This design comes from an exercise in tuning for small area on the open sky130 flow, not from production work. Where RTL was checked, it was by simulation tests only, not by an equivalence proof against the original. Only the layout flow was run in runs 1 and 2; the RTL was not checked for function there.

==> design/flow/design.v <==
`timescale 1ns/1ps
`default_nettype none
module tnr_front (
    input  logic [11:0] cur,
    input  logic [11:0] prev,
    input  logic [8:0]  blend_th0,
    input  logic [8:0]  blend_th1,
    output logic [11:0] base,
    output logic [9:0]  tm,
    output logic [8:0]  r,
    output logic [8:0]  dv
);
    wire [12:0] t    = {1'b0, cur} - {1'b0, prev};
    wire        s    = t[12];
    wire [8:0]  d9   = s ? 9'(-t[8:0]) : t[8:0];
    wire        big  = s ? !(&t[11:9] && |t[8:0]) : |t[11:9];
    wire [9:0]  n_x  = {1'b0, d9} - {1'b0, blend_th0};
    wire [9:0]  d_x  = {1'b0, d9} - {1'b0, blend_th1};
    wire        blend     = !big && !n_x[9] && d_x[9];
    wire        take_prev = !big && (n_x[9] || d_x[9]);
    wire [11:0] f_base = take_prev ? prev : cur;
    wire [9:0]  f_tm   = blend ? t[9:0] : 10'd0;
    wire [8:0]  f_r    = n_x[8:0];
    wire [8:0]  f_dv   = 9'(blend_th1 - blend_th0);
    assign base = f_base;
    assign tm   = f_tm;
    assign r    = ~f_r;
    assign dv   = f_dv;
endmodule
module tnr_step (
    input  logic [8:0] r,
    input  logic [8:0] dv,
    output logic [8:0] rn,
    output logic       q
);
    wire [9:0] s0_an = {r, 1'b1};
    wire [9:0] s0_a = ~s0_an;
    wire [9:0] s0_d = {1'b0, dv};
    wire [9:0] s0_g = ~s0_a & s0_d;
    wire [9:0] s0_pp = ~s0_a | s0_d;
    wire s0_n1g = s0_g[1] | (s0_pp[1] & s0_g[0]);
    wire s0_n1p = s0_pp[1] & s0_pp[0];
    wire s0_n2g = s0_g[3] | (s0_pp[3] & s0_g[2]);
    wire s0_n2p = s0_pp[3] & s0_pp[2];
    wire s0_n3g = s0_g[5] | (s0_pp[5] & s0_g[4]);
    wire s0_n3p = s0_pp[5] & s0_pp[4];
    wire s0_n4g = s0_g[7] | (s0_pp[7] & s0_g[6]);
    wire s0_n4p = s0_pp[7] & s0_pp[6];
    wire s0_n5g = s0_g[9] | (s0_pp[9] & s0_g[8]);
    wire s0_n5p = s0_pp[9] & s0_pp[8];
    wire s0_n6g = s0_n2g | (s0_n2p & s0_n1g);
    wire s0_n6p = s0_n2p & s0_n1p;
    wire s0_n7g = s0_n4g | (s0_n4p & s0_n3g);
    wire s0_n7p = s0_n4p & s0_n3p;
    wire s0_n8g = s0_n7g | (s0_n7p & s0_n6g);
    wire s0_n8p = s0_n7p & s0_n6p;
    wire s0_n9g = s0_n3g | (s0_n3p & s0_n6g);
    wire s0_n9p = s0_n3p & s0_n6p;
    wire s0_n10g = s0_n5g | (s0_n5p & s0_n8g);
    wire s0_n10p = s0_n5p & s0_n8p;
    wire s0_n11g = s0_g[2] | (s0_pp[2] & s0_n1g);
    wire s0_n11p = s0_pp[2] & s0_n1p;
    wire s0_n12g = s0_g[4] | (s0_pp[4] & s0_n6g);
    wire s0_n12p = s0_pp[4] & s0_n6p;
    wire s0_n13g = s0_g[6] | (s0_pp[6] & s0_n9g);
    wire s0_n13p = s0_pp[6] & s0_n9p;
    wire s0_n14g = s0_g[8] | (s0_pp[8] & s0_n8g);
    wire s0_n14p = s0_pp[8] & s0_n8p;
    wire [9:0] s0_GF = {s0_n10g, s0_n14g, s0_n8g, s0_n13g, s0_n9g, s0_n12g, s0_n6g, s0_n11g, s0_n1g, s0_g[0]};
    wire [9:0] s0_bin = {s0_GF[8:0], 1'b0};
    assign q = ~s0_GF[9];
    assign rn = s0_an[8:0] ^ ({9{q}} & (s0_d[8:0] ^ s0_bin[8:0]));
endmodule
module tnr_qstep (
    input  logic [8:0] r,
    input  logic [8:0] dv,
    output logic       q
);
    wire [9:0] s0_an = {r, 1'b1};
    wire [9:0] s0_a = ~s0_an;
    wire [9:0] s0_d = {1'b0, dv};
    wire [9:0] s0_g = ~s0_a & s0_d;
    wire [9:0] s0_pp = ~s0_a | s0_d;
    wire s0_n1g = s0_g[1] | (s0_pp[1] & s0_g[0]);
    wire s0_n1p = s0_pp[1] & s0_pp[0];
    wire s0_n2g = s0_g[3] | (s0_pp[3] & s0_g[2]);
    wire s0_n2p = s0_pp[3] & s0_pp[2];
    wire s0_n3g = s0_g[5] | (s0_pp[5] & s0_g[4]);
    wire s0_n3p = s0_pp[5] & s0_pp[4];
    wire s0_n4g = s0_g[7] | (s0_pp[7] & s0_g[6]);
    wire s0_n4p = s0_pp[7] & s0_pp[6];
    wire s0_n5g = s0_g[9] | (s0_pp[9] & s0_g[8]);
    wire s0_n5p = s0_pp[9] & s0_pp[8];
    wire s0_n6g = s0_n2g | (s0_n2p & s0_n1g);
    wire s0_n6p = s0_n2p & s0_n1p;
    wire s0_n7g = s0_n4g | (s0_n4p & s0_n3g);
    wire s0_n7p = s0_n4p & s0_n3p;
    wire s0_n8g = s0_n7g | (s0_n7p & s0_n6g);
    wire s0_n8p = s0_n7p & s0_n6p;
    wire s0_n9g = s0_n3g | (s0_n3p & s0_n6g);
    wire s0_n9p = s0_n3p & s0_n6p;
    wire s0_n10g = s0_n5g | (s0_n5p & s0_n8g);
    wire s0_n10p = s0_n5p & s0_n8p;
    wire s0_n11g = s0_g[2] | (s0_pp[2] & s0_n1g);
    wire s0_n11p = s0_pp[2] & s0_n1p;
    wire s0_n12g = s0_g[4] | (s0_pp[4] & s0_n6g);
    wire s0_n12p = s0_pp[4] & s0_n6p;
    wire s0_n13g = s0_g[6] | (s0_pp[6] & s0_n9g);
    wire s0_n13p = s0_pp[6] & s0_n9p;
    wire s0_n14g = s0_g[8] | (s0_pp[8] & s0_n8g);
    wire s0_n14p = s0_pp[8] & s0_n8p;
    wire [9:0] s0_GF = {s0_n10g, s0_n14g, s0_n8g, s0_n13g, s0_n9g, s0_n12g, s0_n6g, s0_n11g, s0_n1g, s0_g[0]};
    wire [9:0] s0_bin = {s0_GF[8:0], 1'b0};
    assign q = ~s0_GF[9];
endmodule
module tnr_mix (
    input  logic [7:0]  q,
    input  logic [9:0]  tm,
    input  logic [11:0] base,
    output logic [11:0] o
);
    wire pp_0_0 = q[0] & tm[0];
    wire pp_0_1 = q[0] & tm[1];
    wire pp_0_2 = q[0] & tm[2];
    wire pp_0_3 = q[0] & tm[3];
    wire pp_0_4 = q[0] & tm[4];
    wire pp_0_5 = q[0] & tm[5];
    wire pp_0_6 = q[0] & tm[6];
    wire pp_0_7 = q[0] & tm[7];
    wire pp_0_8 = q[0] & tm[8];
    wire ppn_0 = ~(q[0] & tm[9]);
    wire pp_1_0 = q[1] & tm[0];
    wire pp_1_1 = q[1] & tm[1];
    wire pp_1_2 = q[1] & tm[2];
    wire pp_1_3 = q[1] & tm[3];
    wire pp_1_4 = q[1] & tm[4];
    wire pp_1_5 = q[1] & tm[5];
    wire pp_1_6 = q[1] & tm[6];
    wire pp_1_7 = q[1] & tm[7];
    wire pp_1_8 = q[1] & tm[8];
    wire ppn_1 = ~(q[1] & tm[9]);
    wire pp_2_0 = q[2] & tm[0];
    wire pp_2_1 = q[2] & tm[1];
    wire pp_2_2 = q[2] & tm[2];
    wire pp_2_3 = q[2] & tm[3];
    wire pp_2_4 = q[2] & tm[4];
    wire pp_2_5 = q[2] & tm[5];
    wire pp_2_6 = q[2] & tm[6];
    wire pp_2_7 = q[2] & tm[7];
    wire pp_2_8 = q[2] & tm[8];
    wire ppn_2 = ~(q[2] & tm[9]);
    wire pp_3_0 = q[3] & tm[0];
    wire pp_3_1 = q[3] & tm[1];
    wire pp_3_2 = q[3] & tm[2];
    wire pp_3_3 = q[3] & tm[3];
    wire pp_3_4 = q[3] & tm[4];
    wire pp_3_5 = q[3] & tm[5];
    wire pp_3_6 = q[3] & tm[6];
    wire pp_3_7 = q[3] & tm[7];
    wire pp_3_8 = q[3] & tm[8];
    wire ppn_3 = ~(q[3] & tm[9]);
    wire pp_4_0 = q[4] & tm[0];
    wire pp_4_1 = q[4] & tm[1];
    wire pp_4_2 = q[4] & tm[2];
    wire pp_4_3 = q[4] & tm[3];
    wire pp_4_4 = q[4] & tm[4];
    wire pp_4_5 = q[4] & tm[5];
    wire pp_4_6 = q[4] & tm[6];
    wire pp_4_7 = q[4] & tm[7];
    wire pp_4_8 = q[4] & tm[8];
    wire ppn_4 = ~(q[4] & tm[9]);
    wire pp_5_0 = q[5] & tm[0];
    wire pp_5_1 = q[5] & tm[1];
    wire pp_5_2 = q[5] & tm[2];
    wire pp_5_3 = q[5] & tm[3];
    wire pp_5_4 = q[5] & tm[4];
    wire pp_5_5 = q[5] & tm[5];
    wire pp_5_6 = q[5] & tm[6];
    wire pp_5_7 = q[5] & tm[7];
    wire pp_5_8 = q[5] & tm[8];
    wire ppn_5 = ~(q[5] & tm[9]);
    wire pp_6_0 = q[6] & tm[0];
    wire pp_6_1 = q[6] & tm[1];
    wire pp_6_2 = q[6] & tm[2];
    wire pp_6_3 = q[6] & tm[3];
    wire pp_6_4 = q[6] & tm[4];
    wire pp_6_5 = q[6] & tm[5];
    wire pp_6_6 = q[6] & tm[6];
    wire pp_6_7 = q[6] & tm[7];
    wire pp_6_8 = q[6] & tm[8];
    wire ppn_6 = ~(q[6] & tm[9]);
    wire pp_7_0 = q[7] & tm[0];
    wire pp_7_1 = q[7] & tm[1];
    wire pp_7_2 = q[7] & tm[2];
    wire pp_7_3 = q[7] & tm[3];
    wire pp_7_4 = q[7] & tm[4];
    wire pp_7_5 = q[7] & tm[5];
    wire pp_7_6 = q[7] & tm[6];
    wire pp_7_7 = q[7] & tm[7];
    wire pp_7_8 = q[7] & tm[8];
    wire ppn_7 = ~(q[7] & tm[9]);
    wire fb_1, fb_2;
    tnr_ha i_fb_1 (.a(ppn_0), .b(pp_1_8), .s(fb_1), .co(fb_2));
    wire fb_3, fb_4;
    tnr_ha i_fb_3 (.a(pp_0_6), .b(pp_1_5), .s(fb_3), .co(fb_4));
    wire fb_5, fb_6;
    tnr_fa i_fb_5 (.a(pp_0_7), .b(pp_1_6), .c(pp_2_5), .s(fb_5), .co(fb_6));
    wire fb_7, fb_8;
    tnr_fa i_fb_7 (.a(pp_3_4), .b(pp_4_3), .c(pp_5_2), .s(fb_7), .co(fb_8));
    wire fb_9, fb_10;
    tnr_fa i_fb_9 (.a(pp_0_8), .b(pp_1_7), .c(pp_2_6), .s(fb_9), .co(fb_10));
    wire fb_11, fb_12;
    tnr_fa i_fb_11 (.a(pp_3_5), .b(pp_4_4), .c(pp_5_3), .s(fb_11), .co(fb_12));
    wire fb_13, fb_14;
    tnr_ha i_fb_13 (.a(pp_6_2), .b(pp_7_1), .s(fb_13), .co(fb_14));
    wire fb_15, fb_16;
    tnr_fa i_fb_15 (.a(pp_2_7), .b(pp_3_6), .c(pp_4_5), .s(fb_15), .co(fb_16));
    wire fb_17, fb_18;
    tnr_fa i_fb_17 (.a(pp_5_4), .b(pp_6_3), .c(pp_7_2), .s(fb_17), .co(fb_18));
    wire fb_19, fb_20;
    tnr_fa i_fb_19 (.a(base[1]), .b(1'b1), .c(fb_1), .s(fb_19), .co(fb_20));
    wire fb_21, fb_22;
    tnr_fa i_fb_21 (.a(ppn_1), .b(pp_2_8), .c(pp_3_7), .s(fb_21), .co(fb_22));
    wire fb_23, fb_24;
    tnr_fa i_fb_23 (.a(pp_4_6), .b(pp_5_5), .c(pp_6_4), .s(fb_23), .co(fb_24));
    wire fb_25, fb_26;
    tnr_fa i_fb_25 (.a(pp_7_3), .b(base[2]), .c(fb_2), .s(fb_25), .co(fb_26));
    wire fb_27, fb_28;
    tnr_fa i_fb_27 (.a(ppn_2), .b(pp_3_8), .c(pp_4_7), .s(fb_27), .co(fb_28));
    wire fb_29, fb_30;
    tnr_fa i_fb_29 (.a(pp_5_6), .b(pp_6_5), .c(pp_7_4), .s(fb_29), .co(fb_30));
    wire fb_31, fb_32;
    tnr_fa i_fb_31 (.a(ppn_3), .b(pp_4_8), .c(pp_5_7), .s(fb_31), .co(fb_32));
    wire fb_33, fb_34;
    tnr_ha i_fb_33 (.a(pp_0_4), .b(pp_1_3), .s(fb_33), .co(fb_34));
    wire fb_35, fb_36;
    tnr_fa i_fb_35 (.a(pp_0_5), .b(pp_1_4), .c(pp_2_3), .s(fb_35), .co(fb_36));
    wire fb_37, fb_38;
    tnr_ha i_fb_37 (.a(pp_3_2), .b(pp_4_1), .s(fb_37), .co(fb_38));
    wire fb_39, fb_40;
    tnr_fa i_fb_39 (.a(pp_2_4), .b(pp_3_3), .c(pp_4_2), .s(fb_39), .co(fb_40));
    wire fb_41, fb_42;
    tnr_fa i_fb_41 (.a(pp_5_1), .b(pp_6_0), .c(fb_3), .s(fb_41), .co(fb_42));
    wire fb_43, fb_44;
    tnr_fa i_fb_43 (.a(pp_6_1), .b(pp_7_0), .c(1'b1), .s(fb_43), .co(fb_44));
    wire fb_45, fb_46;
    tnr_fa i_fb_45 (.a(fb_4), .b(fb_5), .c(fb_7), .s(fb_45), .co(fb_46));
    wire fb_47, fb_48;
    tnr_fa i_fb_47 (.a(base[0]), .b(fb_6), .c(fb_8), .s(fb_47), .co(fb_48));
    wire fb_49, fb_50;
    tnr_fa i_fb_49 (.a(fb_9), .b(fb_11), .c(fb_13), .s(fb_49), .co(fb_50));
    wire fb_51, fb_52;
    tnr_fa i_fb_51 (.a(fb_10), .b(fb_12), .c(fb_14), .s(fb_51), .co(fb_52));
    wire fb_53, fb_54;
    tnr_fa i_fb_53 (.a(fb_15), .b(fb_17), .c(fb_19), .s(fb_53), .co(fb_54));
    wire fb_55, fb_56;
    tnr_fa i_fb_55 (.a(fb_16), .b(fb_18), .c(fb_20), .s(fb_55), .co(fb_56));
    wire fb_57, fb_58;
    tnr_fa i_fb_57 (.a(fb_21), .b(fb_23), .c(fb_25), .s(fb_57), .co(fb_58));
    wire fb_59, fb_60;
    tnr_fa i_fb_59 (.a(base[3]), .b(fb_22), .c(fb_24), .s(fb_59), .co(fb_60));
    wire fb_61, fb_62;
    tnr_fa i_fb_61 (.a(fb_26), .b(fb_27), .c(fb_29), .s(fb_61), .co(fb_62));
    wire fb_63, fb_64;
    tnr_fa i_fb_63 (.a(pp_6_6), .b(pp_7_5), .c(base[4]), .s(fb_63), .co(fb_64));
    wire fb_65, fb_66;
    tnr_fa i_fb_65 (.a(fb_28), .b(fb_30), .c(fb_31), .s(fb_65), .co(fb_66));
    wire fb_67, fb_68;
    tnr_fa i_fb_67 (.a(ppn_4), .b(pp_5_8), .c(pp_6_7), .s(fb_67), .co(fb_68));
    wire fb_69, fb_70;
    tnr_fa i_fb_69 (.a(pp_7_6), .b(base[5]), .c(fb_32), .s(fb_69), .co(fb_70));
    wire fb_71, fb_72;
    tnr_fa i_fb_71 (.a(ppn_5), .b(pp_6_8), .c(pp_7_7), .s(fb_71), .co(fb_72));
    wire fb_73, fb_74;
    tnr_ha i_fb_73 (.a(pp_0_3), .b(pp_1_2), .s(fb_73), .co(fb_74));
    wire fb_75, fb_76;
    tnr_fa i_fb_75 (.a(pp_2_2), .b(pp_3_1), .c(pp_4_0), .s(fb_75), .co(fb_76));
    wire fb_77, fb_78;
    tnr_fa i_fb_77 (.a(pp_5_0), .b(fb_34), .c(fb_35), .s(fb_77), .co(fb_78));
    wire fb_79, fb_80;
    tnr_fa i_fb_79 (.a(fb_36), .b(fb_38), .c(fb_39), .s(fb_79), .co(fb_80));
    wire fb_81, fb_82;
    tnr_fa i_fb_81 (.a(fb_40), .b(fb_42), .c(fb_43), .s(fb_81), .co(fb_82));
    wire fb_83, fb_84;
    tnr_fa i_fb_83 (.a(fb_44), .b(fb_46), .c(fb_47), .s(fb_83), .co(fb_84));
    wire fb_85, fb_86;
    tnr_fa i_fb_85 (.a(fb_48), .b(fb_50), .c(fb_51), .s(fb_85), .co(fb_86));
    wire fb_87, fb_88;
    tnr_fa i_fb_87 (.a(fb_52), .b(fb_54), .c(fb_55), .s(fb_87), .co(fb_88));
    wire fb_89, fb_90;
    tnr_fa i_fb_89 (.a(fb_56), .b(fb_58), .c(fb_59), .s(fb_89), .co(fb_90));
    wire fb_91, fb_92;
    tnr_fa i_fb_91 (.a(fb_60), .b(fb_62), .c(fb_63), .s(fb_91), .co(fb_92));
    wire fb_93, fb_94;
    tnr_fa i_fb_93 (.a(fb_64), .b(fb_66), .c(fb_67), .s(fb_93), .co(fb_94));
    wire fb_95, fb_96;
    tnr_fa i_fb_95 (.a(base[6]), .b(fb_68), .c(fb_70), .s(fb_95), .co(fb_96));
    wire fb_97, fb_98;
    tnr_fa i_fb_97 (.a(ppn_6), .b(pp_7_8), .c(base[7]), .s(fb_97), .co(fb_98));
    wire fb_99, fb_100;
    tnr_ha i_fb_99 (.a(pp_0_2), .b(pp_1_1), .s(fb_99), .co(fb_100));
    wire fb_101, fb_102;
    tnr_fa i_fb_101 (.a(pp_2_1), .b(pp_3_0), .c(fb_73), .s(fb_101), .co(fb_102));
    wire fb_103, fb_104;
    tnr_fa i_fb_103 (.a(fb_33), .b(fb_74), .c(fb_75), .s(fb_103), .co(fb_104));
    wire fb_105, fb_106;
    tnr_fa i_fb_105 (.a(fb_37), .b(fb_76), .c(fb_77), .s(fb_105), .co(fb_106));
    wire fb_107, fb_108;
    tnr_fa i_fb_107 (.a(fb_41), .b(fb_78), .c(fb_79), .s(fb_107), .co(fb_108));
    wire fb_109, fb_110;
    tnr_fa i_fb_109 (.a(fb_45), .b(fb_80), .c(fb_81), .s(fb_109), .co(fb_110));
    wire fb_111, fb_112;
    tnr_fa i_fb_111 (.a(fb_49), .b(fb_82), .c(fb_83), .s(fb_111), .co(fb_112));
    wire fb_113, fb_114;
    tnr_fa i_fb_113 (.a(fb_53), .b(fb_84), .c(fb_85), .s(fb_113), .co(fb_114));
    wire fb_115, fb_116;
    tnr_fa i_fb_115 (.a(fb_57), .b(fb_86), .c(fb_87), .s(fb_115), .co(fb_116));
    wire fb_117, fb_118;
    tnr_fa i_fb_117 (.a(fb_61), .b(fb_88), .c(fb_89), .s(fb_117), .co(fb_118));
    wire fb_119, fb_120;
    tnr_fa i_fb_119 (.a(fb_65), .b(fb_90), .c(fb_91), .s(fb_119), .co(fb_120));
    wire fb_121, fb_122;
    tnr_fa i_fb_121 (.a(fb_69), .b(fb_92), .c(fb_93), .s(fb_121), .co(fb_122));
    wire fb_123, fb_124;
    tnr_fa i_fb_123 (.a(fb_71), .b(fb_94), .c(fb_95), .s(fb_123), .co(fb_124));
    wire fb_125, fb_126;
    tnr_fa i_fb_125 (.a(fb_72), .b(fb_96), .c(fb_97), .s(fb_125), .co(fb_126));
    wire fb_127, fb_128;
    tnr_fa i_fb_127 (.a(ppn_7), .b(base[8]), .c(fb_98), .s(fb_127), .co(fb_128));
    wire fb_129, fb_130;
    tnr_ha i_fb_129 (.a(base[9]), .b(1'b1), .s(fb_129), .co(fb_130));
    wire fb_131, fb_132;
    tnr_ha i_fb_131 (.a(base[10]), .b(1'b1), .s(fb_131), .co(fb_132));
    wire fb_133, fb_134;
    tnr_ha i_fb_133 (.a(base[11]), .b(1'b1), .s(fb_133), .co(fb_134));
    wire [19:0] fb_ra = {fb_132, fb_130, fb_128, fb_126, fb_124, fb_122, fb_120, fb_118, fb_116, fb_114, fb_112, fb_110, fb_108, fb_106, fb_104, fb_102, fb_100, pp_2_0, pp_0_1, pp_0_0};
    wire [19:0] fb_rb = {fb_133, fb_131, fb_129, fb_127, fb_125, fb_123, fb_121, fb_119, fb_117, fb_115, fb_113, fb_111, fb_109, fb_107, fb_105, fb_103, fb_101, fb_99, pp_1_0, 1'b0};
    wire [19:0] cp_a = {fb_ra[19], fb_ra[18], fb_ra[17], fb_ra[16], fb_ra[15], fb_ra[14], fb_ra[13], fb_ra[12], fb_ra[11], fb_ra[10], fb_ra[9], fb_ra[8], fb_ra[7], fb_ra[6], fb_ra[5], fb_ra[4], fb_ra[3], fb_ra[2], fb_ra[1], fb_ra[0]};
    wire [19:0] cp_b = {fb_rb[19], fb_rb[18], fb_rb[17], fb_rb[16], fb_rb[15], fb_rb[14], fb_rb[13], fb_rb[12], fb_rb[11], fb_rb[10], fb_rb[9], fb_rb[8], fb_rb[7], fb_rb[6], fb_rb[5], fb_rb[4], fb_rb[3], fb_rb[2], fb_rb[1], fb_rb[0]};
    wire [19:0] cp_g = cp_a & cp_b;
    wire [19:0] cp_x = cp_a ^ cp_b;
    wire [19:0] cp_g0 = {cp_g[19:1], cp_g[0] | (cp_x[0] & 1'b0)};
    wire cp_n1g = cp_g0[1] | (cp_x[1] & cp_g0[0]);
    wire cp_n1p = cp_x[1] & cp_x[0];
    wire cp_n2g = cp_g0[3] | (cp_x[3] & cp_g0[2]);
    wire cp_n2p = cp_x[3] & cp_x[2];
    wire cp_n3g = cp_g0[5] | (cp_x[5] & cp_g0[4]);
    wire cp_n3p = cp_x[5] & cp_x[4];
    wire cp_n4g = cp_g0[7] | (cp_x[7] & cp_g0[6]);
    wire cp_n4p = cp_x[7] & cp_x[6];
    wire cp_n5g = cp_g0[9] | (cp_x[9] & cp_g0[8]);
    wire cp_n5p = cp_x[9] & cp_x[8];
    wire cp_n6g = cp_g0[11] | (cp_x[11] & cp_g0[10]);
    wire cp_n6p = cp_x[11] & cp_x[10];
    wire cp_n7g = cp_g0[13] | (cp_x[13] & cp_g0[12]);
    wire cp_n7p = cp_x[13] & cp_x[12];
    wire cp_n8g = cp_g0[15] | (cp_x[15] & cp_g0[14]);
    wire cp_n8p = cp_x[15] & cp_x[14];
    wire cp_n9g = cp_g0[17] | (cp_x[17] & cp_g0[16]);
    wire cp_n9p = cp_x[17] & cp_x[16];
    wire cp_n10g = cp_g0[19] | (cp_x[19] & cp_g0[18]);
    wire cp_n10p = cp_x[19] & cp_x[18];
    wire cp_n11g = cp_n2g | (cp_n2p & cp_n1g);
    wire cp_n11p = cp_n2p & cp_n1p;
    wire cp_n12g = cp_n4g | (cp_n4p & cp_n3g);
    wire cp_n12p = cp_n4p & cp_n3p;
    wire cp_n13g = cp_n6g | (cp_n6p & cp_n5g);
    wire cp_n13p = cp_n6p & cp_n5p;
    wire cp_n14g = cp_n8g | (cp_n8p & cp_n7g);
    wire cp_n14p = cp_n8p & cp_n7p;
    wire cp_n15g = cp_n10g | (cp_n10p & cp_n9g);
    wire cp_n15p = cp_n10p & cp_n9p;
    wire cp_n16g = cp_n12g | (cp_n12p & cp_n11g);
    wire cp_n16p = cp_n12p & cp_n11p;
    wire cp_n17g = cp_n14g | (cp_n14p & cp_n13g);
    wire cp_n17p = cp_n14p & cp_n13p;
    wire cp_n18g = cp_n17g | (cp_n17p & cp_n16g);
    wire cp_n18p = cp_n17p & cp_n16p;
    wire cp_n19g = cp_n13g | (cp_n13p & cp_n16g);
    wire cp_n19p = cp_n13p & cp_n16p;
    wire cp_n20g = cp_n15g | (cp_n15p & cp_n18g);
    wire cp_n20p = cp_n15p & cp_n18p;
    wire cp_n21g = cp_n3g | (cp_n3p & cp_n11g);
    wire cp_n21p = cp_n3p & cp_n11p;
    wire cp_n22g = cp_n5g | (cp_n5p & cp_n16g);
    wire cp_n22p = cp_n5p & cp_n16p;
    wire cp_n23g = cp_n7g | (cp_n7p & cp_n19g);
    wire cp_n23p = cp_n7p & cp_n19p;
    wire cp_n24g = cp_n9g | (cp_n9p & cp_n18g);
    wire cp_n24p = cp_n9p & cp_n18p;
    wire cp_n25g = cp_g0[2] | (cp_x[2] & cp_n1g);
    wire cp_n25p = cp_x[2] & cp_n1p;
    wire cp_n26g = cp_g0[4] | (cp_x[4] & cp_n11g);
    wire cp_n26p = cp_x[4] & cp_n11p;
    wire cp_n27g = cp_g0[6] | (cp_x[6] & cp_n21g);
    wire cp_n27p = cp_x[6] & cp_n21p;
    wire cp_n28g = cp_g0[8] | (cp_x[8] & cp_n16g);
    wire cp_n28p = cp_x[8] & cp_n16p;
    wire cp_n29g = cp_g0[10] | (cp_x[10] & cp_n22g);
    wire cp_n29p = cp_x[10] & cp_n22p;
    wire cp_n30g = cp_g0[12] | (cp_x[12] & cp_n19g);
    wire cp_n30p = cp_x[12] & cp_n19p;
    wire cp_n31g = cp_g0[14] | (cp_x[14] & cp_n23g);
    wire cp_n31p = cp_x[14] & cp_n23p;
    wire cp_n32g = cp_g0[16] | (cp_x[16] & cp_n18g);
    wire cp_n32p = cp_x[16] & cp_n18p;
    wire cp_n33g = cp_g0[18] | (cp_x[18] & cp_n24g);
    wire cp_n33p = cp_x[18] & cp_n24p;
    wire [19:0] cp_GF = {cp_n20g, cp_n33g, cp_n24g, cp_n32g, cp_n18g, cp_n31g, cp_n23g, cp_n30g, cp_n19g, cp_n29g, cp_n22g, cp_n28g, cp_n16g, cp_n27g, cp_n21g, cp_n26g, cp_n11g, cp_n25g, cp_n1g, cp_g0[0]};
    wire [19:0] cp_cin = {cp_GF[18:0], 1'b0};
    wire [19:0] cp_s = cp_x ^ cp_cin;
    assign o = {cp_s[19], cp_s[18], cp_s[17], cp_s[16], cp_s[15], cp_s[14], cp_s[13], cp_s[12], cp_s[11], cp_s[10], cp_s[9], cp_s[8]};
endmodule
module tnr_fa (
    input  logic a,
    input  logic b,
    input  logic c,
    output logic s,
    output logic co
);
    assign s  = a ^ b ^ c;
    assign co = (a & b) | (a & c) | (b & c);
endmodule
module tnr_ha (
    input  logic a,
    input  logic b,
    output logic s,
    output logic co
);
    assign s  = a ^ b;
    assign co = a & b;
endmodule
module tnr_blend_top (
    input  logic        clk,
    input  logic        reset,
    input  logic        in_valid,
    input  logic [11:0] cur,
    input  logic [11:0] prev,
    input  logic [8:0]  blend_th0,
    input  logic [8:0]  blend_th1,
    output logic        out_valid,
    output logic [11:0] out_pixel
);
    logic [11:0] f_base;
    logic [9:0]  f_tm;
    logic [8:0]  f_r;
    logic [8:0]  f_dv;
    tnr_front i_front (
        .cur       (cur),
        .prev      (prev),
        .blend_th0 (blend_th0),
        .blend_th1 (blend_th1),
        .base      (f_base),
        .tm        (f_tm),
        .r         (f_r),
        .dv        (f_dv)
    );
    logic        c0_v;
    logic [11:0] c0_base;
    logic [9:0]  c0_tm;
    logic [8:0]  c0_r;
    logic [8:0]  c0_dv;
    always_ff @(posedge clk) begin
        if (reset) c0_v <= 1'b0;
        else       c0_v <= in_valid;
    end
    always_ff @(posedge clk) begin
        c0_base <= f_base;
        c0_tm   <= f_tm;
        c0_r    <= f_r;
        c0_dv   <= f_dv;
    end
    logic [8:0] r1;
    logic       qb1;
    tnr_step i_step1 (.r(c0_r), .dv(c0_dv), .rn(r1), .q(qb1));
    logic [8:0] r2;
    logic       qb2;
    tnr_step i_step2 (.r(r1), .dv(c0_dv), .rn(r2), .q(qb2));
    logic        c2_v;
    logic [11:0] c2_base;
    logic [9:0]  c2_tm;
    logic [8:0]  c2_r;
    logic [8:0]  c2_dv;
    logic [1:0]  c2_q;
    always_ff @(posedge clk) begin
        if (reset) c2_v <= 1'b0;
        else       c2_v <= c0_v;
    end
    always_ff @(posedge clk) begin
        c2_base <= c0_base;
        c2_tm   <= c0_tm;
        c2_r    <= r2;
        c2_dv   <= c0_dv;
        c2_q    <= {qb1, qb2};
    end
    logic [8:0] r3;
    logic       qb3;
    tnr_step i_step3 (.r(c2_r), .dv(c2_dv), .rn(r3), .q(qb3));
    logic [8:0] r4;
    logic       qb4;
    tnr_step i_step4 (.r(r3), .dv(c2_dv), .rn(r4), .q(qb4));
    logic [8:0] r5;
    logic       qb5;
    tnr_step i_step5 (.r(r4), .dv(c2_dv), .rn(r5), .q(qb5));
    logic        c5_v;
    logic [11:0] c5_base;
    logic [9:0]  c5_tm;
    logic [8:0]  c5_r;
    logic [8:0]  c5_dv;
    logic [4:0]  c5_q;
    always_ff @(posedge clk) begin
        if (reset) c5_v <= 1'b0;
        else       c5_v <= c2_v;
    end
    always_ff @(posedge clk) begin
        c5_base <= c2_base;
        c5_tm   <= c2_tm;
        c5_r    <= r5;
        c5_dv   <= c2_dv;
        c5_q    <= {c2_q[1], c2_q[0], qb3, qb4, qb5};
    end
    logic [8:0] r6;
    logic       qb6;
    tnr_step i_step6 (.r(c5_r), .dv(c5_dv), .rn(r6), .q(qb6));
    logic [8:0] r7;
    logic       qb7;
    tnr_step i_step7 (.r(r6), .dv(c5_dv), .rn(r7), .q(qb7));
    logic [8:0] r8;
    logic       qb8;
    tnr_qstep i_step8 (.r(r7), .dv(c5_dv), .q(qb8));
    assign r8 = '0;
    logic        c8_v;
    logic [11:0] c8_base;
    logic [9:0]  c8_tm;
    logic [7:0]  c8_q;
    always_ff @(posedge clk) begin
        if (reset) c8_v <= 1'b0;
        else       c8_v <= c5_v;
    end
    always_ff @(posedge clk) begin
        c8_base <= c5_base;
        c8_tm   <= c5_tm;
        c8_q    <= {c5_q[4], c5_q[3], c5_q[2], c5_q[1], c5_q[0], qb6, qb7, qb8};
    end
    logic [11:0] mix;
    tnr_mix i_mix (.q({c8_q[7], c8_q[6], c8_q[5], c8_q[4], c8_q[3], c8_q[2], c8_q[1], c8_q[0]}), .tm(c8_tm), .base(c8_base), .o(mix));
    always_ff @(posedge clk) begin
        if (reset) out_valid <= 1'b0;
        else       out_valid <= c8_v;
    end
    always_ff @(posedge clk) begin
        out_pixel <= mix;
    end
endmodule
`default_nettype wire
==> design/flow/flow/run.sh <==
#!/bin/bash
# The standard layout (standard.sh, all steps) with two changes:
# - the buffer placed on every input and output port is the smallest buffer,
#   sky130_fd_sc_hd__buf_1, instead of the default clkdlybuf4s50_1;
# - clock tree synthesis does not add dummy load cells to the clock tree.
# All tool output goes to standard.log in this folder; ORFS keeps its own
# per-step logs under orfs/logs/.
export BUFFER_PORTS_ARGS="-buffer_cell sky130_fd_sc_hd__buf_1"
export CTS_ARGS="-sink_clustering_enable -repair_clock_nets -buf_list sky130_fd_sc_hd__clkbuf_8 -dont_use_dummy_load"
bash standard.sh > standard.log 2>&1
status=$?
tail -n 30 standard.log
exit $status
==> design/flow/standard.sh <==
#!/bin/bash
# synth_recipe.tcl (not shown) runs the flow's synth.tcl, then flattens the netlist and writes it again
# the make line also repeats each setting of config.mk as NAME=value (left out here)
make -C /OpenROAD-flow-scripts/flow DESIGN_CONFIG=/design/flow/config.mk WORK_HOME=/design/flow/orfs CLKGATE_MAP_FILE= SYNTH_SCRIPT=/design/flow/synth_recipe.tcl "${@:-finish}"
==> design/flow/config.mk <==
export PLATFORM = sky130hd
export DESIGN_NAME = tnr_blend_top
export DESIGN_NICKNAME = tnr_blend_top
export VERILOG_FILES = /design/flow/design.v
export SDC_FILE = /design/flow/constraint.sdc
export NUM_CORES = 4
export LEC_CHECK = 0
export CAP_MARGIN = 20
export CORE_MARGIN = 2
export CORE_UTILIZATION = 60
export CTS_BUF_LIST = sky130_fd_sc_hd__clkbuf_8
export GPL_TIMING_DRIVEN = 0
export SLEW_MARGIN = 20
export SYNTH_HIERARCHICAL = 1
==> design/flow/constraint.sdc <==
create_clock -name core_clock -period 5.0 [get_ports {clk}]
set_input_delay 1.0000 -clock core_clock [delete_from_list [all_inputs] [get_ports {clk}]]
set_output_delay 1.0000 -clock core_clock [all_outputs]
set_load 0.01 [all_outputs]
==> summary.txt, run 1 <==
Final layout
  – Nets: 1348
  – Non-filler cells, final: 1395
  – Antenna cells: 0
  – Design area: between 0.01 and 0.015 mm2
  – Layout cells sized above 1: 0.0974
  – Most frequent cells in the layout: 170 x dfxtp_1, 112 x nor2_1, 74 x xor2_1, 70 x and2_1, 66 x fa_1
  – Final core occ: 0.666
  – Most common cell after layout, fill and taps aside: dfxtp_1
  – Synth-to-Final Area Change: 8.40%

Global route
  – Antenna violations before repair: 0
  – Gr usage total: 0.204
  – Total grt overflow: 0
  – First-pass GRT wire length: 30600 um
  – Largest net degree at the start of global routing: 21
  – Number of global-route vias before repair: between 6k and 7k

Worst setup path
  – CP top delay family: compound AO/OA/AOI/OAI gates
  – Data required, critical path: 5.30 ns
  – CP Class: reg -> reg
  – Max FO, Critical Path: 10
  – CP Capture Type: register
  – Worst path most repeated cell: o211a_4
  – Delay of the slowest critical-path stage: ~0.4 ns
  – CP Buf/Inv Count: 1
  – Crit path cell chain: maj3_2, o211a_4, o2111ai_1, nand4_2, inv_1, nand2_1, maj3_2, o211a_4, o2111ai_1, nand4_2, nor2_2, xor2_2, o22a_1, o211a_4, o21ai_0, o21ai_0, xor2_1, mux2_2
  – WP data arrival: 5.03 ns
  – CP Launch Type: register
  – Slowest-stage cell, CP: dfxtp_4

Detailed routing
  – Routed wire length: around 19000 um
  – Initial DRC count: 256
  – Via Count: 7462
  – Routed Antenna Nets: 0
  – Drt pass-1 iters: 7
  – Vias per cell: 5.35
  – DR DRC count: 0
  – Routed length per instance: 13.3 um

Synth
  – Cell type with the largest total area after synthesis: dfxtp_1
  – Synth Register Bits: 174
  – Area fraction of the dominant cell type after synthesis: 0.327
  – Fraction of registers with async set/reset: 0
  – Avg Inst Size Synth: 9.78 um2
  – Seq/Total Area, Yosys: 0.327
  – Ys Warns: 7
  – Distinct cells, synth: 60
  – Post-Syn Area: 0.0107 mm2
  – Mapped Cells: 1090
  – Number of synthesized flops with an enable pin: 0
  – Ranking of synthesized cells by area: dfxtp_1 33%, fa_1 12%, ha_1 7.6%
  – Ys flop type: dfxtp_1

Die
  – Ports: 58
  – Die height: 137 um
  – Die width: 137 um
  – Core area: around 0.017 mm2
  – Initial core utilization: 0.614
  – Cell Rows: 48
  – DIE AREA: 0.0188 mm2

Clock network
  – Worst-path clk slew: roughly 0.090 ns
  – CTS Root Cell: clkbuf_8
  – CTS Buffer Depth: 2
  – Total CTS buffers: 17
  – CTS tree: yes
  – # clock sinks: approximately 170
  – Clock Latency Late Sink: 0.44 ns
  – CTS H-tree depth: 4

STA
  – Fmax: around 210 MHz
  – Post-route clock period utilization: 0.947
  – Final setup viols: 0
  – Final Max Tran Viols: 0
  – Setup TNS: 0 ns
  – Min cycle time layout: roughly 4.7 ns
  – Hold Slack: 0.308 ns
  – Final Hold Vio Count: 0
  – Worst clock skew: approximately 0.039 ns
  – Slew margin rel.: 0.636
  – Unrepaired setup endpoints after global routing: yes
  – Worst slew pin tran: 0.546 ns

Hold path
  – Path type of the worst min-delay path: reg -> reg

Placement
  – Detailed placer's ending HPWL: around 15000 um
  – Placement Cell Area: approximately 0.011 mm2
  – Gpl congestion: 0.794
  – Cells after DPL: 1376
  – Port buffer count: 57

Job
  – Max_cap viols: 0

Run status
  – Outcome: timing/DRC/antenna clean
-- final timing paths --
kind	from	end	slack, ns	cells after the start
min	c0_tm[3]	c2_tm[3]	0.31	0
max reg2reg	c2_dv[0]	c5_r[8]	0.26	18
max	c2_dv[0]	c5_r[8]	0.26	18
min reg2reg	c0_tm[3]	c2_tm[3]	0.31	0
-- sequential cells by signal (all words and copies together), names as in the netlist, 10 cells and up --
register and count:
c0_base 12, c0_tm 10, c2_base 12, c2_tm 10, c5_base 12, c5_tm 10, c8_base 12, c8_tm 10
out_pixel 12
-- layout make-up --
class	instances	area [um2]
Buffer	3	26.3
Sequential cell	174	3490
Multi-Input combinational cell	853	7050
Tap cell	225	282
Clock buffer	17	234
Fill cell	1471	5800
Inverter	64	240
Timing Repair Buffer	59	229
-- cells by family (layout without fill, tap and decap cells) --
logic type               count (synthesis)  after routing  share of synthesized area
AO/OA/AOI/OAI                          214            214                      0.141
XOR/XNOR                               138            138                      0.113
adder cells (fa/ha/maj)                145            145                      0.214
buffers and inverters                   67            143                     0.0247
flip-flops                             174            174                      0.327
multiplexers                            22             22                     0.0230
other                                    1              5                   0.000352
AND/OR/NAND/NOR                        329            329                      0.157
-- timing repair --
item	CTS	global route
setup endpoints to repair	8	24
hold buffers	0	0
pin swaps	0	4
resized for setup	3	29
setup buffers	0	2
gates cloned	0	0
-- per-stage QoR --
stage / setup WS [ns]
2_1_floorplan: 0.238
3_3_place_gp: -0.462
3_5_place_dp: -0.447
4_1_cts: 0.00909
5_1_grt: -0.0395
6_report: 0.265
-- worst register-to-register path: cells and delay by family, from the launching register on --
kind,cells,cell delay [ns]
buf+inv,1,0.13
compound gates,8,1.65
xor+xnor,2,0.47
mux,1,0.34
flops,1,0.40
fa+ha+maj,2,0.75
simple gates,4,0.84
-- per-module statistics from Yosys, one instance, submodules excluded --
module / copies in the design / cells / flip-flops and latches / cell area, um2
tnr_blend_top: 1 / 179 / 174 / 3510
tnr_fa: 57 / 1 / 0 / 20.0
tnr_front: 1 / 250 / 0 / 1840
tnr_ha: 10 / 1 / 0 / 12.5
tnr_mix: 1 / 147 / 0 / 1090
tnr_qstep: 1 / 20 / 0 / 109
tnr_step: 7 / 61 / 0 / 405
-- synthesized netlist by cell type, types with 22 or more instances --
cell type  count
nand2_1       53
o21ai_0       55
dfxtp_1      174
fa_1          66
inv_1         64
o2111ai_1     22
ha_1          65
and2_1        70
xor2_1        82
a21oi_1       44
nor2_1       116
xnor2_1       56
-- per-layer routing --
metal	share of wire	track usage	up-vias
li1	-	-	3873
met2	0.49	0.355	98
met1	0.46	0.258	3469
met3	0.028	0.0383	22
met5	0	0	-
met4	0.016	0.0607	0
==> run 2, diff against run 1 <==
--- a/design/flow/design.v
+++ b/design/flow/design.v
@@ -361,52 +361,24 @@
     wire cp_n10g = cp_g0[19] | (cp_x[19] & cp_g0[18]);
     wire cp_n10p = cp_x[19] & cp_x[18];
     wire cp_n11g = cp_n2g | (cp_n2p & cp_n1g);
-    wire cp_n11p = cp_n2p & cp_n1p;
-    wire cp_n12g = cp_n4g | (cp_n4p & cp_n3g);
-    wire cp_n12p = cp_n4p & cp_n3p;
-    wire cp_n13g = cp_n6g | (cp_n6p & cp_n5g);
-    wire cp_n13p = cp_n6p & cp_n5p;
-    wire cp_n14g = cp_n8g | (cp_n8p & cp_n7g);
-    wire cp_n14p = cp_n8p & cp_n7p;
-    wire cp_n15g = cp_n10g | (cp_n10p & cp_n9g);
-    wire cp_n15p = cp_n10p & cp_n9p;
-    wire cp_n16g = cp_n12g | (cp_n12p & cp_n11g);
-    wire cp_n16p = cp_n12p & cp_n11p;
-    wire cp_n17g = cp_n14g | (cp_n14p & cp_n13g);
-    wire cp_n17p = cp_n14p & cp_n13p;
-    wire cp_n18g = cp_n17g | (cp_n17p & cp_n16g);
-    wire cp_n18p = cp_n17p & cp_n16p;
-    wire cp_n19g = cp_n13g | (cp_n13p & cp_n16g);
-    wire cp_n19p = cp_n13p & cp_n16p;
-    wire cp_n20g = cp_n15g | (cp_n15p & cp_n18g);
-    wire cp_n20p = cp_n15p & cp_n18p;
-    wire cp_n21g = cp_n3g | (cp_n3p & cp_n11g);
-    wire cp_n21p = cp_n3p & cp_n11p;
-    wire cp_n22g = cp_n5g | (cp_n5p & cp_n16g);
-    wire cp_n22p = cp_n5p & cp_n16p;
-    wire cp_n23g = cp_n7g | (cp_n7p & cp_n19g);
-    wire cp_n23p = cp_n7p & cp_n19p;
-    wire cp_n24g = cp_n9g | (cp_n9p & cp_n18g);
-    wire cp_n24p = cp_n9p & cp_n18p;
-    wire cp_n25g = cp_g0[2] | (cp_x[2] & cp_n1g);
-    wire cp_n25p = cp_x[2] & cp_n1p;
-    wire cp_n26g = cp_g0[4] | (cp_x[4] & cp_n11g);
-    wire cp_n26p = cp_x[4] & cp_n11p;
-    wire cp_n27g = cp_g0[6] | (cp_x[6] & cp_n21g);
-    wire cp_n27p = cp_x[6] & cp_n21p;
-    wire cp_n28g = cp_g0[8] | (cp_x[8] & cp_n16g);
-    wire cp_n28p = cp_x[8] & cp_n16p;
-    wire cp_n29g = cp_g0[10] | (cp_x[10] & cp_n22g);
-    wire cp_n29p = cp_x[10] & cp_n22p;
-    wire cp_n30g = cp_g0[12] | (cp_x[12] & cp_n19g);
-    wire cp_n30p = cp_x[12] & cp_n19p;
-    wire cp_n31g = cp_g0[14] | (cp_x[14] & cp_n23g);
-    wire cp_n31p = cp_x[14] & cp_n23p;
-    wire cp_n32g = cp_g0[16] | (cp_x[16] & cp_n18g);
-    wire cp_n32p = cp_x[16] & cp_n18p;
-    wire cp_n33g = cp_g0[18] | (cp_x[18] & cp_n24g);
-    wire cp_n33p = cp_x[18] & cp_n24p;
-    wire [19:0] cp_GF = {cp_n20g, cp_n33g, cp_n24g, cp_n32g, cp_n18g, cp_n31g, cp_n23g, cp_n30g, cp_n19g, cp_n29g, cp_n22g, cp_n28g, cp_n16g, cp_n27g, cp_n21g, cp_n26g, cp_n11g, cp_n25g, cp_n1g, cp_g0[0]};
+    wire cp_n12g = cp_n3g | (cp_n3p & cp_n11g);
+    wire cp_n13g = cp_n4g | (cp_n4p & cp_n12g);
+    wire cp_n14g = cp_n5g | (cp_n5p & cp_n13g);
+    wire cp_n15g = cp_n6g | (cp_n6p & cp_n14g);
+    wire cp_n16g = cp_n7g | (cp_n7p & cp_n15g);
+    wire cp_n17g = cp_n8g | (cp_n8p & cp_n16g);
+    wire cp_n18g = cp_n9g | (cp_n9p & cp_n17g);
+    wire cp_n19g = cp_n10g | (cp_n10p & cp_n18g);
+    wire cp_n20g = cp_g0[2] | (cp_x[2] & cp_n1g);
+    wire cp_n21g = cp_g0[4] | (cp_x[4] & cp_n11g);
+    wire cp_n22g = cp_g0[6] | (cp_x[6] & cp_n12g);
+    wire cp_n23g = cp_g0[8] | (cp_x[8] & cp_n13g);
+    wire cp_n24g = cp_g0[10] | (cp_x[10] & cp_n14g);
+    wire cp_n25g = cp_g0[12] | (cp_x[12] & cp_n15g);
+    wire cp_n26g = cp_g0[14] | (cp_x[14] & cp_n16g);
+    wire cp_n27g = cp_g0[16] | (cp_x[16] & cp_n17g);
+    wire cp_n28g = cp_g0[18] | (cp_x[18] & cp_n18g);
+    wire [19:0] cp_GF = {cp_n19g, cp_n28g, cp_n18g, cp_n27g, cp_n17g, cp_n26g, cp_n16g, cp_n25g, cp_n15g, cp_n24g, cp_n14g, cp_n23g, cp_n13g, cp_n22g, cp_n12g, cp_n21g, cp_n11g, cp_n20g, cp_n1g, cp_g0[0]};
     wire [19:0] cp_cin = {cp_GF[18:0], 1'b0};
     wire [19:0] cp_s = cp_x ^ cp_cin;
     assign o = {cp_s[19], cp_s[18], cp_s[17], cp_s[16], cp_s[15], cp_s[14], cp_s[13], cp_s[12], cp_s[11], cp_s[10], cp_s[9], cp_s[8]};
==> summary.txt, run 2 <==
Run status
  – Outcome: timing/DRC/antenna clean

Die
  – Die width: 137 um (about the same)
  – Initial core utilization: 0.615 (+0.00105)
  – Core area: 0.0173 mm2 (-0.35%)
  – Ports: 58 (unchanged)
  – Die height: 137 um (about the same)
  – DIE AREA: 0.0188 mm2 (-0.18%)
  – Cell Rows: 48 (unchanged)

Global route
  – Antenna violations before repair: 0 (unchanged)
  – First-pass GRT wire length: 30900 um (+0.86%)
  – Number of global-route vias before repair: 6922 (+0.95%)
  – Largest net degree at the start of global routing: 19 (-9.5%)
  – Gr usage total: 0.206 (+0.00236)
  – Total grt overflow: 0 (unchanged)

Clock network
  – # clock sinks: 174 (unchanged)
  – Total CTS buffers: 17 (unchanged)
  – Clock Latency Late Sink: 0.43 ns (about the same)
  – CTS Hold Buffers Added: 0 (unchanged)
  – Worst-path clk slew: 0.11 ns (+0.02 ns)
  – CTS tree: yes
  – CTS H-tree depth: 4 (unchanged)
  – CTS Buffer Depth: 2 (unchanged)
  – CTS Root Cell: clkbuf_8

Detailed routing
  – Initial DRC count: 274 (+7.0%)
  – Routed wire length: 18600 um (+0.35%)
  – Drt pass-1 iters: 4 (-3)
  – DR DRC count: 0 (unchanged)
  – Met2 WL: 9280 um (+2.0%)
  – Routed Antenna Nets: 0 (unchanged)
  – Routed length per instance: 13.3 um (+0.49%)
  – Via Count: 7516 (+0.72%)
  – Vias per cell: 5.40 (+0.87%)
  – Top Layer Used: met4
  – Metal-1 WL: 8560 um (-0.33%)
  – Length of routed met3 wiring: 505 um (-2.7%)

STA
  – Min cycle time layout: 4.80 ns (+0.0630 ns)
  – Final Hold Vio Count: 0 (unchanged)
  – Post-route clock period utilization: 0.960 (+0.0126)
  – Final Max Tran Viols: 0 (unchanged)
  – Worst slew pin tran: 0.567 ns (+0.0210 ns)
  – Slew margin rel.: 0.622 (-0.0140)
  – Unrepaired setup endpoints after global routing: yes
  – Final setup viols: 0 (unchanged)
  – Fmax: 208 MHz (-1.3%)
  – Worst clock skew: 0.0319 ns (-0.00684 ns)

Final layout
  – Design area: 0.0115 mm2 (-0.16%)
  – Synth-to-Final Area Change: 8.42% (about the same)
  – # fillers: 1502 (+2.1%)
  – Most common cell after layout, fill and taps aside: dfxtp_1
  – Layout cells sized above 1: 0.0890 (-0.00839)
  – Antenna cells: 0 (unchanged)
  – Most frequent cells in the layout: 171 x dfxtp_1, 118 x nor2_1, 78 x xor2_1, 77 x and2_1, 66 x fa_1
  – Nets: 1346 (-0.15%)

Synth
  – Number of synthesized flops with an enable pin: 0 (unchanged)
  – Distinct cells, synth: 59 (-1.7%)
  – Mapped Cells: 1088 (-0.18%)
  – Synth Register Bits: 174 (unchanged)
  – Seq/Total Area, Yosys: 0.327 (+0.000576)
  – Area fraction of the dominant cell type after synthesis: 0.327 (+0.000576)
  – Most instantiated library cell after synthesis: dfxtp_1
  – Fraction of registers with async set/reset: 0 (unchanged)
  – Cell type with the largest total area after synthesis: dfxtp_1
  – Post-Syn Area: 0.0106 mm2 (-0.18%)
  – Post-synth top cells: 174 x dfxtp_1, 120 x nor2_1, 85 x xor2_1, 77 x and2_1, 66 x fa_1
  – Ys flop type: dfxtp_1
  – Ys Warns: 7 (unchanged)
  – Avg Inst Size Synth: 9.78 um2 (about the same)
  – Ranking of synthesized cells by area: dfxtp_1 33%, fa_1 12%, ha_1 7.6%

Placement
  – Gpl congestion: 0.793 (-0.14%)
  – Detailed placer's ending HPWL: 14800 um (about the same)
  – Port buffer count: 57 (unchanged)
  – Placement Cell Area: 0.0112 mm2 (-0.17%)

Worst setup path
  – Data required, critical path: 5.32 ns (+0.02 ns)
  – CP Capture Type: register
  – Max FO, Critical Path: 10 (unchanged)
  – CP Class: in -> reg
  – Crit path cell chain: buf_1, inv_1, ha_1, inv_1, fa_1, a211oi_2, o21ai_1, a31oi_4, o21ai_4, mux2_2, ha_1, nor2b_1, o21ai_0, a21oi_1, o21ai_1, a21oi_1, a31o_2, a21oi_4, buf_6, mux2_2
  – CP Launch Type: input port
  – WP data arrival: 5.12 ns (+0.09 ns)
  – Slowest-stage cell, CP: fa_1
  – Delay of the slowest critical-path stage: 0.44 ns (+0.04 ns)

Hold path
  – Path type of the worst min-delay path: reg -> reg

Job
  – Max_cap viols: 0 (unchanged)
## run 2: cell count changes after synthesis, moves of 2 or more
cell	previous run	this run
a211o_1	1	3
and2_1	70	77
and2_2	7	0
and4_1	3	1
inv_1	64	55
nand4_1	1	3
nor2_1	116	120
nor3_1	12	14
o21a_1	6	4
xnor2_1	56	53
xor2_1	82	85
## run 2: final cells by class
class,instances,area (um2),share of cell area
multi-input combinational,860,7070,0.613
sequential,174,3490,0.302
tap,225,282,0.0244
clock buffer,17,234,0.0203
timing repair buffer,59,229,0.0198
inverter,55,206,0.0179
buffer,3,26.3,0.00228
## run 2: per-layer routing
metal | track usage | up-vias
met3 | 0.0374 | 15
met5 | 0 | -
li1 | - | 3889
met4 | 0.0538 | 0
met2 | 0.361 | 110
met1 | 0.262 | 3502
## run 2: path summary, 6_finish.rpt
check | cells after the start | start | slack (ns) | endpoint
setup reg to reg | 18 | c2_dv[1] | 0.25 | c5_r[8]
setup / recovery | 20 | cur[0] | 0.20 | c0_base[2]
hold / removal | 0 | c0_base[8] | 0.30 | c2_base[8]
hold reg to reg | 0 | c0_base[8] | 0.30 | c2_base[8]
## run 2: critical path, delay by kind of cell
family	cells	cell delay (ns)
AO/OA/AOI/OAI	10	2.02
adder cells (fa/ha/maj)	3	0.87
multiplexers	2	0.70
buffers and inverters	4	0.38
AND/OR/NAND/NOR	1	0.12
## run 2: logic make-up after synthesis
logic type	share of synthesized area
other	0.000352
and+or+nand+nor	0.158
adders and majority gates	0.215
buffers and inverters	0.0215
AOI/OAI and AO/OA	0.142
DFF	0.327
muxes	0.0230
xor gates and xnor gates	0.114
## run 2: metrics by stage
step	util	cells	worst slack, ns	setup TNS, ns	hold WS (ns)
after CTS	0.658	1391	0.0160	0	0.308
after global placement	0.645	1374	-0.502	-5.85	0.310
after global routing	0.667	1393	-0.109	-0.112	0.313
after detailed placement	0.645	1374	-0.525	-6.76	0.312
after floorplan	-	1092	0.238	0	0.310
final	0.667	1393	0.202	0	0.304
## run 2: what timing repair did
action | in CTS | in global routing
hold endpoints to repair | 0 | 0
endpoints found under the setup margin | 15 | 21
pin swaps | 0 | 4
gates resized for setup | 3 | 24
setup buffers | 0 | 2
gates cloned | 0 | 0
## run 2: modules after synthesis (local to each module, per instance)
module | cell area (um2) | cells inside | flops+latches | times used
tnr_qstep | 109 | 20 | 0 | 1
tnr_step | 405 | 61 | 0 | 7
tnr_front | 1840 | 250 | 0 | 1
tnr_ha | 12.5 | 1 | 0 | 10
tnr_fa | 20.0 | 1 | 0 | 57
tnr_mix | 1070 | 145 | 0 | 1
tnr_blend_top | 3510 | 179 | 174 | 1
==> run 3, diff against run 2 <==
--- a/design/flow/design.v
+++ b/design/flow/design.v
@@ -448,32 +448,32 @@
     logic [8:0] r2;
     logic       qb2;
     tnr_step i_step2 (.r(r1), .dv(c0_dv), .rn(r2), .q(qb2));
-    logic        c2_v;
-    logic [11:0] c2_base;
-    logic [9:0]  c2_tm;
-    logic [8:0]  c2_r;
-    logic [8:0]  c2_dv;
-    logic [1:0]  c2_q;
+    logic [8:0] r3;
+    logic       qb3;
+    tnr_step i_step3 (.r(r2), .dv(c0_dv), .rn(r3), .q(qb3));
+    logic        c3_v;
+    logic [11:0] c3_base;
+    logic [9:0]  c3_tm;
+    logic [8:0]  c3_r;
+    logic [8:0]  c3_dv;
+    logic [2:0]  c3_q;
     always_ff @(posedge clk) begin
-        if (reset) c2_v <= 1'b0;
-        else       c2_v <= c0_v;
+        if (reset) c3_v <= 1'b0;
+        else       c3_v <= c0_v;
     end
     always_ff @(posedge clk) begin
-        c2_base <= c0_base;
-        c2_tm   <= c0_tm;
-        c2_r    <= r2;
-        c2_dv   <= c0_dv;
-        c2_q    <= {qb1, qb2};
+        c3_base <= c0_base;
+        c3_tm   <= c0_tm;
+        c3_r    <= r3;
+        c3_dv   <= c0_dv;
+        c3_q    <= {qb1, qb2, qb3};
     end
-    logic [8:0] r3;
-    logic       qb3;
-    tnr_step i_step3 (.r(c2_r), .dv(c2_dv), .rn(r3), .q(qb3));
     logic [8:0] r4;
     logic       qb4;
-    tnr_step i_step4 (.r(r3), .dv(c2_dv), .rn(r4), .q(qb4));
+    tnr_step i_step4 (.r(c3_r), .dv(c3_dv), .rn(r4), .q(qb4));
     logic [8:0] r5;
     logic       qb5;
-    tnr_step i_step5 (.r(r4), .dv(c2_dv), .rn(r5), .q(qb5));
+    tnr_step i_step5 (.r(r4), .dv(c3_dv), .rn(r5), .q(qb5));
     logic        c5_v;
     logic [11:0] c5_base;
     logic [9:0]  c5_tm;
@@ -482,14 +482,14 @@
     logic [4:0]  c5_q;
     always_ff @(posedge clk) begin
         if (reset) c5_v <= 1'b0;
-        else       c5_v <= c2_v;
+        else       c5_v <= c3_v;
     end
     always_ff @(posedge clk) begin
-        c5_base <= c2_base;
-        c5_tm   <= c2_tm;
+        c5_base <= c3_base;
+        c5_tm   <= c3_tm;
         c5_r    <= r5;
-        c5_dv   <= c2_dv;
-        c5_q    <= {c2_q[1], c2_q[0], qb3, qb4, qb5};
+        c5_dv   <= c3_dv;
+        c5_q    <= {c3_q[2], c3_q[1], c3_q[0], qb4, qb5};
     end
     logic [8:0] r6;
     logic       qb6;
==> summary.txt, run 3 <==
Synth
  – Distinct cells, synth: 59 (unchanged)
  – Cell type with the largest total area after synthesis: dfxtp_1
  – Post-synth top cells: 175 x dfxtp_1, 120 x nor2_1, 85 x xor2_1, 77 x and2_1, 66 x fa_1
  – Fraction of registers with async set/reset: 0 (unchanged)
  – Area fraction of the dominant cell type after synthesis: 0.329 (+0.00126)
  – Ranking of synthesized cells by area: dfxtp_1 33%, fa_1 12%, ha_1 7.6%
  – Ys Warns: 7 (unchanged)
  – Post-Syn Area: 0.0107 mm2 (+0.19%)
  – Number of synthesized flops with an enable pin: 0 (unchanged)
  – Avg Inst Size Synth: 9.79 um2 (about the same)
  – Ys flop type: dfxtp_1
  – Synth Register Bits: 175 (+0.57%)
  – Seq/Total Area, Yosys: 0.329 (+0.00126)
  – Most instantiated library cell after synthesis: dfxtp_1
  – Mapped Cells: 1089 (+0.092%)

Placement
  – Gpl congestion: 0.826 (+4.1%)
  – Detailed placer's ending HPWL: 14700 um (-0.66%)
  – Port buffer count: 57 (unchanged)

Worst setup path
  – Worst R2R Setup Slack: 0.30 ns (+0.05 ns)
  – Crit path cell chain: buf_1, inv_1, ha_1, inv_1, fa_1, a211oi_2, o21ai_1, a31oi_4, o21ai_4, a31oi_1, xor2_2, ha_1, or2_2, a21oi_1, a21oi_1, a31o_2, a21oi_4, buf_6, mux2_2
  – Delay of the slowest critical-path stage: 0.44 ns (about the same)
  – Slowest-stage cell, CP: fa_1
  – WP data arrival: 5.04 ns (-0.08 ns)
  – CP Launch Type: input port
  – Capturing point of the worst reg2reg path: c3_r[8]
  – CP Buf/Inv Count: 4 (unchanged)
  – Data required, critical path: 5.33 ns (about the same)
  – R2r startpoint: c0_dv[0]
  – CP top delay family: compound AO/OA/AOI/OAI gates
  – Max FO, Critical Path: 10 (unchanged)
  – CP Class: in -> reg
  – R2R cell count: 18 (unchanged)
  – CP Capture Type: register

Detailed routing
  – Routed wire length: 18500 um (-0.15%)
  – Routed Antenna Nets: 0 (unchanged)
  – Via Count: 7413 (-1.4%)
  – Drt pass-1 iters: 4 (unchanged)
  – Routed length per instance: 13.3 um (-0.15%)
  – Initial DRC count: 263 (-4.0%)
  – Vias per cell: 5.32 (-1.4%)
  – DR DRC count: 0 (unchanged)

Clock network
  – CTS Buffer Depth: 2 (unchanged)
  – CTS tree: yes
  – Total CTS buffers: 17 (unchanged)
  – CTS Hold Buffers Added: 0 (unchanged)
  – Worst-path clk slew: 0.12 ns (about the same)
  – CTS Root Cell: clkbuf_8
  – CTS H-tree depth: 4 (unchanged)
  – # clock sinks: 175 (+0.57%)
  – Clock Latency Late Sink: 0.47 ns (+0.04 ns)

Final layout
  – Synth-to-Final Area Change: 8.20%
  – # fillers: 1453 (-3.3%)
  – Most common cell after layout, fill and taps aside: dfxtp_1
  – Layout cells sized above 1: 0.0856 (-0.00342)
  – Antenna cells: 0 (unchanged)
  – Most frequent cells in the layout: 173 x dfxtp_1, 118 x nor2_1, 78 x xor2_1, 77 x and2_1, 66 x fa_1
  – Nets: 1346 (unchanged)
  – Final core occ: 0.665 (-0.00238)

Die
  – Initial core utilization: 0.614 (-0.000975)
  – Die width: 137 um (about the same)
  – DIE AREA: 0.0188 mm2 (+0.19%)
  – Ports: 58 (unchanged)
  – Cell Rows: 48 (unchanged)
  – Die height: 137 um (about the same)
  – Core area: 0.0174 mm2 (+0.35%)

Hold path
  – Hold path endpoint: c3_base[7]
  – Path type of the worst min-delay path: reg -> reg
  – Hold wc startpoint: c0_base[7]
  – Hold path depth: 0 (unchanged)

STA
  – Fmax: 212 MHz (+1.8%)
  – Setup TNS: 0 ns (unchanged)
  – Unrepaired setup endpoints after global routing: no
  – Slew margin rel.: 0.613 (-0.00849)
  – Final setup viols: 0 (unchanged)
  – Worst slew pin tran: 0.579 ns (+0.0127 ns)
  – Worst clock skew: 0.0481 ns (+0.0163 ns)
  – Post-route clock period utilization: 0.942 (-0.0172)
  – Final Max Tran Viols: 0 (unchanged)
  – Min cycle time layout: 4.71 ns (-0.0862 ns)
  – Final Hold Vio Count: 0 (unchanged)

Global route
  – Number of global-route vias before repair: 6894 (-0.40%)
  – Total grt overflow: 0 (unchanged)
  – Antenna violations before repair: 0 (unchanged)
  – Gr usage total: 0.207 (+0.00120)
  – Largest net degree at the start of global routing: 22 (+3)
  – First-pass GRT wire length: 31100 um (+0.78%)

Job
  – Max_cap viols: 0 (unchanged)

Run status
  – Outcome: timing/DRC/antenna clean
[run 3: cell count changes in the layout (fill, tap and decap cells not counted), sizes merged]
cell,before,now
dfxtp,174,175
buf,61,60
[run 3: worst max path at each step]
stage                        start     endpoint  slack [ns]  cells after the start
after global placement      cur[0]   c0_base[1]       -0.46                     20
after detailed placement    cur[0]   c0_base[1]       -0.48                     20
after floorplan             cur[0]  c0_base[10]        0.24                     19
final                       cur[0]   c0_base[3]        0.29                     19
after global routing        cur[0]   c0_base[1]        0.01                     20
after CTS                 c0_dv[0]      c3_r[8]        0.02                     18
[run 3: timing repair]
action                     CTS  global route
pin swaps                    0             4
resized for setup            3            23
setup buffers                0             1
setup endpoints to repair   12            22
[run 3: layout make-up]
type / count / area (um2) / area share
inverters: 55 / 206 / 0.0179
flip-flops and latches: 175 / 3510 / 0.304
plain buffers: 3 / 26.3 / 0.00228
well taps: 225 / 282 / 0.0244
clock buffers: 17 / 234 / 0.0203
multi-input cells: 860 / 7060 / 0.612
repair buffers: 58 / 221 / 0.0192
[run 3: metrics by stage]
stage | hold WS [ns] | cell area, um2 | instances | setup WS, ns
floorplan | 0.310 | 10700 | 1093 | 0.238
global placement | 0.309 | 11200 | 1375 | -0.461
detailed placement | 0.312 | 11200 | 1375 | -0.485
CTS | 0.308 | 11400 | 1392 | 0.0161
global route | 0.311 | 11500 | 1393 | 0.0108
finish | 0.303 | 11500 | 1393 | 0.288
[run 3: modules after synthesis, one instance, submodules excluded]
module         times used  flops+latches  cell area, um2  cells
tnr_ha                 10              0            12.5      1
tnr_step                7              0             405     61
tnr_qstep               1              0             109     20
tnr_blend_top           1            175            3530    180
tnr_front               1              0            1840    250
tnr_mix                 1              0            1070    145
tnr_fa                 57              0            20.0      1
[run 3: routing by layer]
| metal | global-route usage | routed length (um) | vias to the layer above |
|---|---|---|---|
| li1 | - | - | 3889 |
| met1 | 0.266 | 8860 | 3412 |
| met2 | 0.359 | 8980 | 97 |
| met3 | 0.0324 | 549 | 15 |
| met4 | 0.0670 | 148 | 0 |
| met5 | 0 | 0 | - |
[run 3: cell families (layout without fill, tap and decap cells)]
| group | count (synthesis) | count (layout) | share of synthesized area |
|---|---|---|---|
| flip-flops | 175 | 175 | 0.329 |
| AND/OR/NAND/NOR | 334 | 334 | 0.157 |
| other | 1 | 5 | 0.000352 |
| adder cells (fa/ha/maj) | 145 | 145 | 0.214 |
| multiplexers | 22 | 22 | 0.0230 |
| buffers and inverters | 58 | 133 | 0.0215 |
| AO/OA/AOI/OAI | 216 | 216 | 0.142 |
| XOR/XNOR | 138 | 138 | 0.113 |

-- re-timing with driven ports --
The flow's constraints put no driver on any port. The routed layouts listed below were extracted and timed again, unchanged, in two steps.
Step 1 (the two cells are an assumption about what drives the block):
set clk [get_ports {clk}]
set_driving_cell -lib_cell sky130_fd_sc_hd__clkbuf_16 $clk
set_driving_cell -lib_cell sky130_fd_sc_hd__buf_2 [delete_from_list [all_inputs] $clk]
Step 2, shift: input delay + t, output delay - t, t = (earliest + latest rising clock arrival at the registers) / 2. This alone moves slack from input paths to output paths.
Three values: ideal ports, drivers, drivers and shift; two values: the first two.
run	shift t [ns]	slack for setup (ns)	hold slack, ns	pins driven straight from the clock port
run 1	0.469	0.265 / 0.265 / -0.132	0.308 / 0.308 / 0.308	1
run 2	0.470	0.202 / 0.226 / -0.244	0.304 / 0.304 / 0.304	1
run 3	0.474	0.288 / 0.299 / -0.166	0.303 / 0.303 / 0.303	1
Met with ideal ports but missed after step 2: setup timing in every run listed. The setup slack of run 3, which loses most, moves by +0.011 ns with the drivers and by -0.454 ns with both steps.
